Source: an optimization exercise on an open RTL-to-GDS flow (aim: small area). Production flows keep margins and buffers that such runs may drop. In this exercise RTL edits were held to simulation tests only and were not proved equivalent to the original. Power and IR drop assume default switching activity.

$ cat flow/design.v
package lut_mult_loader_pkg;
    localparam int DEF_ADDR_W = 8;
    localparam int DEF_COEF_W = 8;
    localparam int DEF_DATA_W = 16;
    function automatic logic [DEF_DATA_W-1:0] ref_product(
        input logic [DEF_ADDR_W-1:0] addr,
        input logic [DEF_COEF_W-1:0] coef
    );
        logic [DEF_DATA_W-1:0] a_ext;
        logic [DEF_DATA_W-1:0] c_ext;
        a_ext = DEF_DATA_W'(addr);
        c_ext = DEF_DATA_W'(coef);
        ref_product = a_ext * c_ext;
    endfunction
endpackage
module lut_ram_1w1r #(
    parameter int ADDR_W = 8,
    parameter int COEF_W = 8,
    parameter int DATA_W = 16
) (
    input  logic [ADDR_W-1:0] raddr,
    input  logic [COEF_W-1:0] coef,
    output logic [DATA_W-1:0] rdata
);
    logic pp0_0;
    logic pp0_1;
    logic pp0_2;
    logic pp0_3;
    logic pp0_4;
    logic pp0_5;
    logic pp0_6;
    logic pp0_7;
    logic pp1_0;
    logic pp1_1;
    logic pp1_2;
    logic pp1_3;
    logic pp1_4;
    logic pp1_5;
    logic pp1_6;
    logic pp1_7;
    logic pp2_0;
    logic pp2_1;
    logic pp2_2;
    logic pp2_3;
    logic pp2_4;
    logic pp2_5;
    logic pp2_6;
    logic pp2_7;
    logic pp3_0;
    logic pp3_1;
    logic pp3_2;
    logic pp3_3;
    logic pp3_4;
    logic pp3_5;
    logic pp3_6;
    logic pp3_7;
    logic pp4_0;
    logic pp4_1;
    logic pp4_2;
    logic pp4_3;
    logic pp4_4;
    logic pp4_5;
    logic pp4_6;
    logic pp4_7;
    logic pp5_0;
    logic pp5_1;
    logic pp5_2;
    logic pp5_3;
    logic pp5_4;
    logic pp5_5;
    logic pp5_6;
    logic pp5_7;
    logic pp6_0;
    logic pp6_1;
    logic pp6_2;
    logic pp6_3;
    logic pp6_4;
    logic pp6_5;
    logic pp6_6;
    logic pp6_7;
    logic pp7_0;
    logic pp7_1;
    logic pp7_2;
    logic pp7_3;
    logic pp7_4;
    logic pp7_5;
    logic pp7_6;
    logic pp7_7;
    logic hs0;
    logic hc0;
    logic fs0;
    logic fc0;
    logic hs1;
    logic hc1;
    logic fs1;
    logic fc1;
    logic hs2;
    logic hc2;
    logic fs2;
    logic fc2;
    logic hs3;
    logic hc3;
    logic fs3;
    logic fc3;
    logic hs4;
    logic hc4;
    logic fs4;
    logic fc4;
    logic fs5;
    logic fc5;
    logic fs6;
    logic fc6;
    logic fs7;
    logic fc7;
    logic fs8;
    logic fc8;
    logic fs9;
    logic fc9;
    logic fs10;
    logic fc10;
    logic fs11;
    logic fc11;
    logic fs12;
    logic fc12;
    logic fs13;
    logic fc13;
    logic fs14;
    logic fc14;
    logic hs5;
    logic hc5;
    logic fs15;
    logic fc15;
    logic fs16;
    logic fc16;
    logic fs17;
    logic fc17;
    logic fs18;
    logic fc18;
    logic fs19;
    logic fc19;
    logic fs20;
    logic fc20;
    logic fs21;
    logic fc21;
    logic fs22;
    logic fc22;
    logic fs23;
    logic fc23;
    logic hs6;
    logic hc6;
    logic fs24;
    logic fc24;
    logic fs25;
    logic fc25;
    logic fs26;
    logic fc26;
    logic fs27;
    logic fc27;
    logic fs28;
    logic fc28;
    logic fs29;
    logic fc29;
    logic fs30;
    logic fc30;
    logic fs31;
    logic fc31;
    logic fs32;
    logic fc32;
    logic fs33;
    logic fc33;
    logic fs34;
    logic fc34;
    logic hs7;
    logic hc7;
    logic fs35;
    logic fc35;
    logic fs36;
    logic fc36;
    logic fs37;
    logic fc37;
    logic fs38;
    logic fc38;
    logic fs39;
    logic fc39;
    logic fs40;
    logic fc40;
    logic fs41;
    logic fc41;
    logic fs42;
    logic fc42;
    logic fs43;
    logic fc43;
    logic fs44;
    logic fc44;
    logic fs45;
    logic fc45;
    logic fs46;
    logic fc46;
    logic fs47;
    logic fc47;
    assign pp0_0 = raddr[0] & coef[0];
    assign pp0_1 = raddr[0] & coef[1];
    assign pp0_2 = raddr[0] & coef[2];
    assign pp0_3 = raddr[0] & coef[3];
    assign pp0_4 = raddr[0] & coef[4];
    assign pp0_5 = raddr[0] & coef[5];
    assign pp0_6 = raddr[0] & coef[6];
    assign pp0_7 = raddr[0] & coef[7];
    assign pp1_0 = raddr[1] & coef[0];
    assign pp1_1 = raddr[1] & coef[1];
    assign pp1_2 = raddr[1] & coef[2];
    assign pp1_3 = raddr[1] & coef[3];
    assign pp1_4 = raddr[1] & coef[4];
    assign pp1_5 = raddr[1] & coef[5];
    assign pp1_6 = raddr[1] & coef[6];
    assign pp1_7 = raddr[1] & coef[7];
    assign pp2_0 = raddr[2] & coef[0];
    assign pp2_1 = raddr[2] & coef[1];
    assign pp2_2 = raddr[2] & coef[2];
    assign pp2_3 = raddr[2] & coef[3];
    assign pp2_4 = raddr[2] & coef[4];
    assign pp2_5 = raddr[2] & coef[5];
    assign pp2_6 = raddr[2] & coef[6];
    assign pp2_7 = raddr[2] & coef[7];
    assign pp3_0 = raddr[3] & coef[0];
    assign pp3_1 = raddr[3] & coef[1];
    assign pp3_2 = raddr[3] & coef[2];
    assign pp3_3 = raddr[3] & coef[3];
    assign pp3_4 = raddr[3] & coef[4];
    assign pp3_5 = raddr[3] & coef[5];
    assign pp3_6 = raddr[3] & coef[6];
    assign pp3_7 = raddr[3] & coef[7];
    assign pp4_0 = raddr[4] & coef[0];
    assign pp4_1 = raddr[4] & coef[1];
    assign pp4_2 = raddr[4] & coef[2];
    assign pp4_3 = raddr[4] & coef[3];
    assign pp4_4 = raddr[4] & coef[4];
    assign pp4_5 = raddr[4] & coef[5];
    assign pp4_6 = raddr[4] & coef[6];
    assign pp4_7 = raddr[4] & coef[7];
    assign pp5_0 = raddr[5] & coef[0];
    assign pp5_1 = raddr[5] & coef[1];
    assign pp5_2 = raddr[5] & coef[2];
    assign pp5_3 = raddr[5] & coef[3];
    assign pp5_4 = raddr[5] & coef[4];
    assign pp5_5 = raddr[5] & coef[5];
    assign pp5_6 = raddr[5] & coef[6];
    assign pp5_7 = raddr[5] & coef[7];
    assign pp6_0 = raddr[6] & coef[0];
    assign pp6_1 = raddr[6] & coef[1];
    assign pp6_2 = raddr[6] & coef[2];
    assign pp6_3 = raddr[6] & coef[3];
    assign pp6_4 = raddr[6] & coef[4];
    assign pp6_5 = raddr[6] & coef[5];
    assign pp6_6 = raddr[6] & coef[6];
    assign pp6_7 = raddr[6] & coef[7];
    assign pp7_0 = raddr[7] & coef[0];
    assign pp7_1 = raddr[7] & coef[1];
    assign pp7_2 = raddr[7] & coef[2];
    assign pp7_3 = raddr[7] & coef[3];
    assign pp7_4 = raddr[7] & coef[4];
    assign pp7_5 = raddr[7] & coef[5];
    assign pp7_6 = raddr[7] & coef[6];
    assign pp7_7 = raddr[7] & coef[7];
    lut_ha u_ha0 (.a(pp0_6), .b(pp1_5), .s(hs0), .co(hc0));
    lut_fa u_fa0 (.a(pp0_7), .b(pp1_6), .c(pp2_5), .s(fs0), .co(fc0));
    lut_ha u_ha1 (.a(pp3_4), .b(pp4_3), .s(hs1), .co(hc1));
    lut_fa u_fa1 (.a(pp1_7), .b(pp2_6), .c(pp3_5), .s(fs1), .co(fc1));
    lut_ha u_ha2 (.a(pp4_4), .b(pp5_3), .s(hs2), .co(hc2));
    lut_fa u_fa2 (.a(pp2_7), .b(pp3_6), .c(pp4_5), .s(fs2), .co(fc2));
    lut_ha u_ha3 (.a(pp0_4), .b(pp1_3), .s(hs3), .co(hc3));
    lut_fa u_fa3 (.a(pp0_5), .b(pp1_4), .c(pp2_3), .s(fs3), .co(fc3));
    lut_ha u_ha4 (.a(pp3_2), .b(pp4_1), .s(hs4), .co(hc4));
    lut_fa u_fa4 (.a(pp2_4), .b(pp3_3), .c(pp4_2), .s(fs4), .co(fc4));
    lut_fa u_fa5 (.a(pp5_1), .b(pp6_0), .c(hs0), .s(fs5), .co(fc5));
    lut_fa u_fa6 (.a(pp5_2), .b(pp6_1), .c(pp7_0), .s(fs6), .co(fc6));
    lut_fa u_fa7 (.a(hc0), .b(hs1), .c(fs0), .s(fs7), .co(fc7));
    lut_fa u_fa8 (.a(pp6_2), .b(pp7_1), .c(hc1), .s(fs8), .co(fc8));
    lut_fa u_fa9 (.a(hs2), .b(fc0), .c(fs1), .s(fs9), .co(fc9));
    lut_fa u_fa10 (.a(pp5_4), .b(pp6_3), .c(pp7_2), .s(fs10), .co(fc10));
    lut_fa u_fa11 (.a(hc2), .b(fc1), .c(fs2), .s(fs11), .co(fc11));
    lut_fa u_fa12 (.a(pp3_7), .b(pp4_6), .c(pp5_5), .s(fs12), .co(fc12));
    lut_fa u_fa13 (.a(pp6_4), .b(pp7_3), .c(fc2), .s(fs13), .co(fc13));
    lut_fa u_fa14 (.a(pp4_7), .b(pp5_6), .c(pp6_5), .s(fs14), .co(fc14));
    lut_ha u_ha5 (.a(pp0_3), .b(pp1_2), .s(hs5), .co(hc5));
    lut_fa u_fa15 (.a(pp2_2), .b(pp3_1), .c(pp4_0), .s(fs15), .co(fc15));
    lut_fa u_fa16 (.a(pp5_0), .b(hc3), .c(hs4), .s(fs16), .co(fc16));
    lut_fa u_fa17 (.a(hc4), .b(fc3), .c(fs4), .s(fs17), .co(fc17));
    lut_fa u_fa18 (.a(fc4), .b(fs6), .c(fc5), .s(fs18), .co(fc18));
    lut_fa u_fa19 (.a(fc6), .b(fs8), .c(fc7), .s(fs19), .co(fc19));
    lut_fa u_fa20 (.a(fs10), .b(fc8), .c(fc9), .s(fs20), .co(fc20));
    lut_fa u_fa21 (.a(fc10), .b(fs12), .c(fc11), .s(fs21), .co(fc21));
    lut_fa u_fa22 (.a(pp7_4), .b(fc12), .c(fs14), .s(fs22), .co(fc22));
    lut_fa u_fa23 (.a(pp5_7), .b(pp6_6), .c(pp7_5), .s(fs23), .co(fc23));
    lut_ha u_ha6 (.a(pp0_2), .b(pp1_1), .s(hs6), .co(hc6));
    lut_fa u_fa24 (.a(pp2_1), .b(pp3_0), .c(hs5), .s(fs24), .co(fc24));
    lut_fa u_fa25 (.a(hc5), .b(hs3), .c(fs15), .s(fs25), .co(fc25));
    lut_fa u_fa26 (.a(fc15), .b(fs3), .c(fs16), .s(fs26), .co(fc26));
    lut_fa u_fa27 (.a(fc16), .b(fs5), .c(fs17), .s(fs27), .co(fc27));
    lut_fa u_fa28 (.a(fc17), .b(fs7), .c(fs18), .s(fs28), .co(fc28));
    lut_fa u_fa29 (.a(fs9), .b(fc18), .c(fs19), .s(fs29), .co(fc29));
    lut_fa u_fa30 (.a(fs11), .b(fc19), .c(fs20), .s(fs30), .co(fc30));
    lut_fa u_fa31 (.a(fs13), .b(fc20), .c(fs21), .s(fs31), .co(fc31));
    lut_fa u_fa32 (.a(fc13), .b(fs22), .c(fc21), .s(fs32), .co(fc32));
    lut_fa u_fa33 (.a(fc14), .b(fs23), .c(fc22), .s(fs33), .co(fc33));
    lut_fa u_fa34 (.a(pp6_7), .b(pp7_6), .c(fc23), .s(fs34), .co(fc34));
    lut_ha u_ha7 (.a(pp0_1), .b(pp1_0), .s(hs7), .co(hc7));
    lut_fa u_fa35 (.a(pp2_0), .b(hs6), .c(hc7), .s(fs35), .co(fc35));
    lut_fa u_fa36 (.a(hc6), .b(fs24), .c(fc35), .s(fs36), .co(fc36));
    lut_fa u_fa37 (.a(fc24), .b(fs25), .c(fc36), .s(fs37), .co(fc37));
    lut_fa u_fa38 (.a(fc25), .b(fs26), .c(fc37), .s(fs38), .co(fc38));
    lut_fa u_fa39 (.a(fc26), .b(fs27), .c(fc38), .s(fs39), .co(fc39));
    lut_fa u_fa40 (.a(fc27), .b(fs28), .c(fc39), .s(fs40), .co(fc40));
    lut_fa u_fa41 (.a(fc28), .b(fs29), .c(fc40), .s(fs41), .co(fc41));
    lut_fa u_fa42 (.a(fc29), .b(fs30), .c(fc41), .s(fs42), .co(fc42));
    lut_fa u_fa43 (.a(fc30), .b(fs31), .c(fc42), .s(fs43), .co(fc43));
    lut_fa u_fa44 (.a(fc31), .b(fs32), .c(fc43), .s(fs44), .co(fc44));
    lut_fa u_fa45 (.a(fs33), .b(fc32), .c(fc44), .s(fs45), .co(fc45));
    lut_fa u_fa46 (.a(fs34), .b(fc33), .c(fc45), .s(fs46), .co(fc46));
    lut_fa u_fa47 (.a(pp7_7), .b(fc34), .c(fc46), .s(fs47), .co(fc47));
    assign rdata = {fc47, fs47, fs46, fs45, fs44, fs43, fs42, fs41, fs40, fs39, fs38, fs37, fs36, fs35, hs7, pp0_0};
endmodule
module lut_fa (
    input  logic a,
    input  logic b,
    input  logic c,
    output logic s,
    output logic co
);
    assign s  = a ^ b ^ c;
    assign co = (a & b) | (a & c) | (b & c);
endmodule
module lut_ha (
    input  logic a,
    input  logic b,
    output logic s,
    output logic co
);
    assign s  = a ^ b;
    assign co = a & b;
endmodule
import lut_mult_loader_pkg::*;
module lut_mult_loader #(
    parameter int ADDR_W = DEF_ADDR_W,
    parameter int COEF_W = DEF_COEF_W,
    parameter int DATA_W = DEF_DATA_W
) (
    input  logic              clk,
    input  logic              rst,
    input  logic              start,
    input  logic [COEF_W-1:0] coef,
    output logic              busy,
    output logic              done,
    output logic              table_valid,
    input  logic [ADDR_W-1:0] rd_addr,
    output logic [DATA_W-1:0] rd_data
);
    logic [COEF_W-1:0] coef_q;
    logic [ADDR_W:0]   cnt;
    logic              accept;
    logic              last;
    assign accept = start & ~busy;
    assign last   = cnt[ADDR_W];
    always_ff @(posedge clk or posedge rst) begin
        if (rst) begin
            busy        <= 1'b0;
            done        <= 1'b0;
            table_valid <= 1'b0;
        end else begin
            busy        <= busy ? ~last : start;
            done        <= busy & last;
            table_valid <= (table_valid & ~accept) | (busy & last);
        end
    end
    always_ff @(posedge clk) begin
        cnt <= busy ? cnt + 1'b1 : '0;
    end
    always_ff @(posedge clk) begin
        if (accept) coef_q <= coef;
    end
    lut_ram_1w1r #(
        .ADDR_W (ADDR_W),
        .COEF_W (COEF_W),
        .DATA_W (DATA_W)
    ) u_ram (
        .raddr (rd_addr),
        .coef  (coef_q),
        .rdata (rd_data)
    );
endmodule
$ cat flow/config.mk
export PLATFORM = sky130hd
export DESIGN_NAME = lut_mult_loader
export DESIGN_NICKNAME = lut_mult_loader
export VERILOG_FILES = /design/flow/design.v
export SDC_FILE = /design/flow/constraint.sdc
export NUM_CORES = 4
export LEC_CHECK = 0
export CAP_MARGIN = 20
export CORE_MARGIN = 2
export CORE_UTILIZATION = 40
export SLEW_MARGIN = 20
export SYNTH_HIERARCHICAL = 1
$ cat flow/run.sh
#!/bin/bash
# synth_recipe.tcl (not shown) runs the flow's synth.tcl, then flattens the netlist and writes it again
# the make line also repeats each setting of config.mk as NAME=value (left out here)
make -C /OpenROAD-flow-scripts/flow DESIGN_CONFIG=/design/flow/config.mk WORK_HOME=/design/flow/orfs CLKGATE_MAP_FILE= SYNTH_SCRIPT=/design/flow/synth_recipe.tcl finish
$ cat flow/constraint.sdc
create_clock -name core_clock -period 10.0 [get_ports {clk}]
set_input_delay 2.0000 -clock core_clock [delete_from_list [all_inputs] [get_ports {clk}]]
set_output_delay 2.0000 -clock core_clock [all_outputs]
set_load 0.01 [all_outputs]
==> run notes <==
* Status: complete, no violations
* IO Port Bufs at 37
* Filler cells at 526
* Syn-to-layout area delta at 20.0%
* Detail Placement HPWL at 3.41 mm
* Routed WL at 4.05 mm
* Critical path fanouts, max at 4
* Max Freq at 102 MHz
* Clk slew on worst S/H paths at 0.07 ns
* WP buf/inv at 2
* Max IR drop VDD at 0.105 mV
* Part of the power in registers at 26.6%
* Clk latency of the worst-skew pair at 0.25 ns
* Max-cap violations at 0
* DR vias/cell at 4.77
* Top cell type by total area after synthesis: fa_1
* FP Rows at 27
* Crit share post-route at 98.3%
* Hold Path Depth at 1
* Post-route DRC at 0
* FF+latch count, synth at 20
* Htree depth at 1
* # clock sinks at 20
* Top cells by count, synth: 69 x and2_1, 48 x fa_1, 16 x buf_4
* Syn Nets at 267
* Initial antenna violation count at 0
* Number of global-route vias before repair at 1592
* R2r endpoint: coef_q[6]$_DFFE_PP_
* ANT cells at 0
* Cell breakdown of the critical path: clkdlybuf4s50_1 -> and2_1 -> fa_1 -> fa_1 -> fa_2 -> fa_2 -> fa_2 -> fa_2 -> fa_2 -> fa_2 -> fa_2 -> fa_2 -> fa_2 -> fa_2 -> fa_1 -> clkdlybuf4s15_2
* Cts bufs inserted at 3
* Crit. End Element: primary output
* Core area at 0.00554 mm²
* Synth async-reset ratio at 15.0%
* Synth warn at 7
* Final nets at 299
* Via count at 1402
* Gate Count Post-Synth at 191
* Detail Route Antenna Nets at 0
* Cell Pwr Density at 147 mW/mm²
* Die height at 79.8 µm
* Switching part of the total power at 33.9%
* Crit path DAT at 7.83 ns
* Worst setup SP type: primary input
* Worst hold slack at 0.496 ns
* Top-count cell post-synth: and2_1
* Top cell by count, worst path: fa_2
* Final hold violations at 0
* CP max stage cell: fa_1
* Place WS at -0.761 ns
* Fin crit period at 9.83 ns
* Sequential share of the synthesized area at 21.6%
* Gpl congestion at 0.767
* WHS Endpoint: cnt[0]$_SDFF_PN0_
* Reg-to-reg setup timing slack at 8.41 ns
* Synth cell types at 22
* DR iter-0 viols at 32
* Top_reg_cell synth: dfxtp_1
* Top cells by area, synth: fa_1 42%, and2_1 19%, edfxtp_1 10%
* Least-Margin Pin Slew at 0.863 ns
* HP Start: cnt[0]$_SDFF_PN0_
* Starting density of the core at 41.4%
* Reg2Reg Depth at 1
* Average routed wire per standard cell at 13.8 µm
* RSZ-0062 raised after global routing: false
* Worst Hold Class: reg2reg
* Syn avg cell area at 12.0 µm²
* # setup viols final at 0
* Critical path class: in2out
* Clk buf depth at 2
* Synth Cell Area at 0.00230 mm²
* Final Slew Violations at 0
* Sw Pwr at 0.138 mW
* # Post-CTS Setup Buffers at 0
* GRT Residual Overflow at 0
* Initial DRT Pass Iterations at 4
* Root buf cell: clkbuf_8
* Leakage power at 1.13 nW
* Die X at 79.8 µm
* CP delay by family, top: adder cells
* WP data required at 8.00 ns
* IO Pins at 38
* Share of layout cells above drive strength 1 at 10.4%
* Global-route wire length before repair at 7.23 mm
* Core Util, Final at 49.7%
* Combinational power share at 60.4%
* Reg-to-reg startpoint: busy$_DFF_PP0_
* CP max stage delay at 0.53 ns
* Clock skew at 0.00301 ns
* Pint at 0.268 mW
* Clock Power Share at 13.0%
* Post-route setup slack at 0.170 ns
* GR Util All Layers at 14.6%
* Largest net degree at the start of global routing at 13
* Slew headroom at 42.3%
* Number of synthesized flops with an enable pin at 8
* CTS tree: yes
* Yosys top cell area share at 41.9%
* Hold_buf cts at 0
* Die area at 0.00636 mm²
cell families after synthesis:
group	share of synthesized area, %
DFF	21.6
AOI/OAI and AO/OA	2.18
xor gates and xnor gates	1.14
buffers and inverters	5.56
and+or+nand+nor	22.8
adders and majority gates	46.8
per-module statistics from Yosys, one instance, submodules excluded, a selection:
module / times used / cells inside / flip-flops and latches / area, µm²
lut_fa: 48 / 1 / 0 / 20.0
lut_ha: 8 / 1 / 0 / 12.5
lut_mult_loader: 1 / 55 / 20 / 714
cells in the final DEF (no fill, tap or decap), drive strengths merged:
master,instances
o31ai,1
nand3,3
nor2,2
dfxtp,9
nand4,2
nor2b,2
a21boi,3
clkbuf,4
dlygate4sd2,3
inv,1
or3,3
dfrtp,3
nand2b,2
xor2,1
clkdlybuf4s15,1
nand2,2
o21ai,4
buf,7
edfxtp,8
xnor2,2
ha,9
and2,69
fa,48
clkdlybuf4s50,33
registers in the layout (all words and copies together) (netlist names):
signal / count
busy: 1
table_valid: 1
coef_q: 8
cnt: 9
done: 1
per-stage QoR:
stage,total power [mW],TNS [ns],instance area [µm²],cells
floorplan,0.293,0,2300,191
global placement,0.353,-1.53,2690,290
detailed placement,0.355,-1.74,2690,290
CTS,0.414,0,2750,294
global route,0.443,0,2760,294
finish,0.405,0,2760,294
final cells by class:
| type | count | area [µm²] | share of cell area (%) |
|---|---|---|---|
| multi-input combinational | 153 | 1700 | 61.7 |
| clock buffer | 4 | 45.0 | 1.63 |
| timing repair buffer | 44 | 420 | 15.3 |
| tap | 72 | 90.1 | 3.27 |
| inverter | 1 | 3.75 | 0.136 |
| sequential | 20 | 495 | 18.0 |
power groups by stage:
| stage | Combinational (mW) | Clock [mW] | Sequential, mW |
|---|---|---|---|
| floorplan | 0.187 | 0 | 0.107 |
| global placement | 0.243 | 0 | 0.110 |
| detailed placement | 0.245 | 0 | 0.110 |
| CTS | 0.251 | 0.0550 | 0.108 |
| global route | 0.275 | 0.0586 | 0.110 |
| finish | 0.245 | 0.0527 | 0.108 |
worst max-delay path by stage:
stage,to,from,cells past startpoint
detailed placement,rd_data[14],rd_addr[0],17
floorplan,rd_data[14],rd_addr[0],16
CTS,rd_data[14],rd_addr[2],17
global route,rd_data[14],rd_addr[2],17
finish,rd_data[14],rd_addr[3],16
global placement,rd_data[14],rd_addr[0],17
timing repair:
| action | CTS | global route |
|---|---|---|
| gates cloned | 0 | 0 |
| pin swaps | 1 | 0 |
| resized for setup | 16 | 1 |
| endpoints found under the setup margin | 3 | 1 |
routing by layer:
metal	up-vias	GRT usage, %	part of all wire [%]
met5	-	0	0
met4	0	3.22	1.3
met3	6	2.15	3.3
met2	30	25.5	52
met1	712	19.2	43
li1	654	-	-

==> separate check: timing with driven ports <==
The results above use ideal ports. As a check the final layout listed here was re-extracted and re-timed, cells and wires unchanged.
Step 1 sets driving cells, clkbuf_16 on the clock port and buf_2 on the other inputs (assumed; they add their load-dependent delay and slew).
Step 2 also shifts input and output timing later by t, the mid clock arrival at the registers, as if the neighbouring blocks saw the same clock.
Slacks: no drivers / after step 1 / after step 2; pairs: no drivers / after step 1.
t (ns): 0.276
setup WS [ns]: 0.170 / 0.148 / 0.148
hold slack, ns: 0.496 / 0.496 / 0.496
clock arrival spread, ns: 0.003 / 0.003
worst slew at a driven data input, ns: 0.03
After both steps setup and hold are still met in this run. The setup slack of this run moves by -0.022 ns with the drivers and by -0.022 ns with both steps.
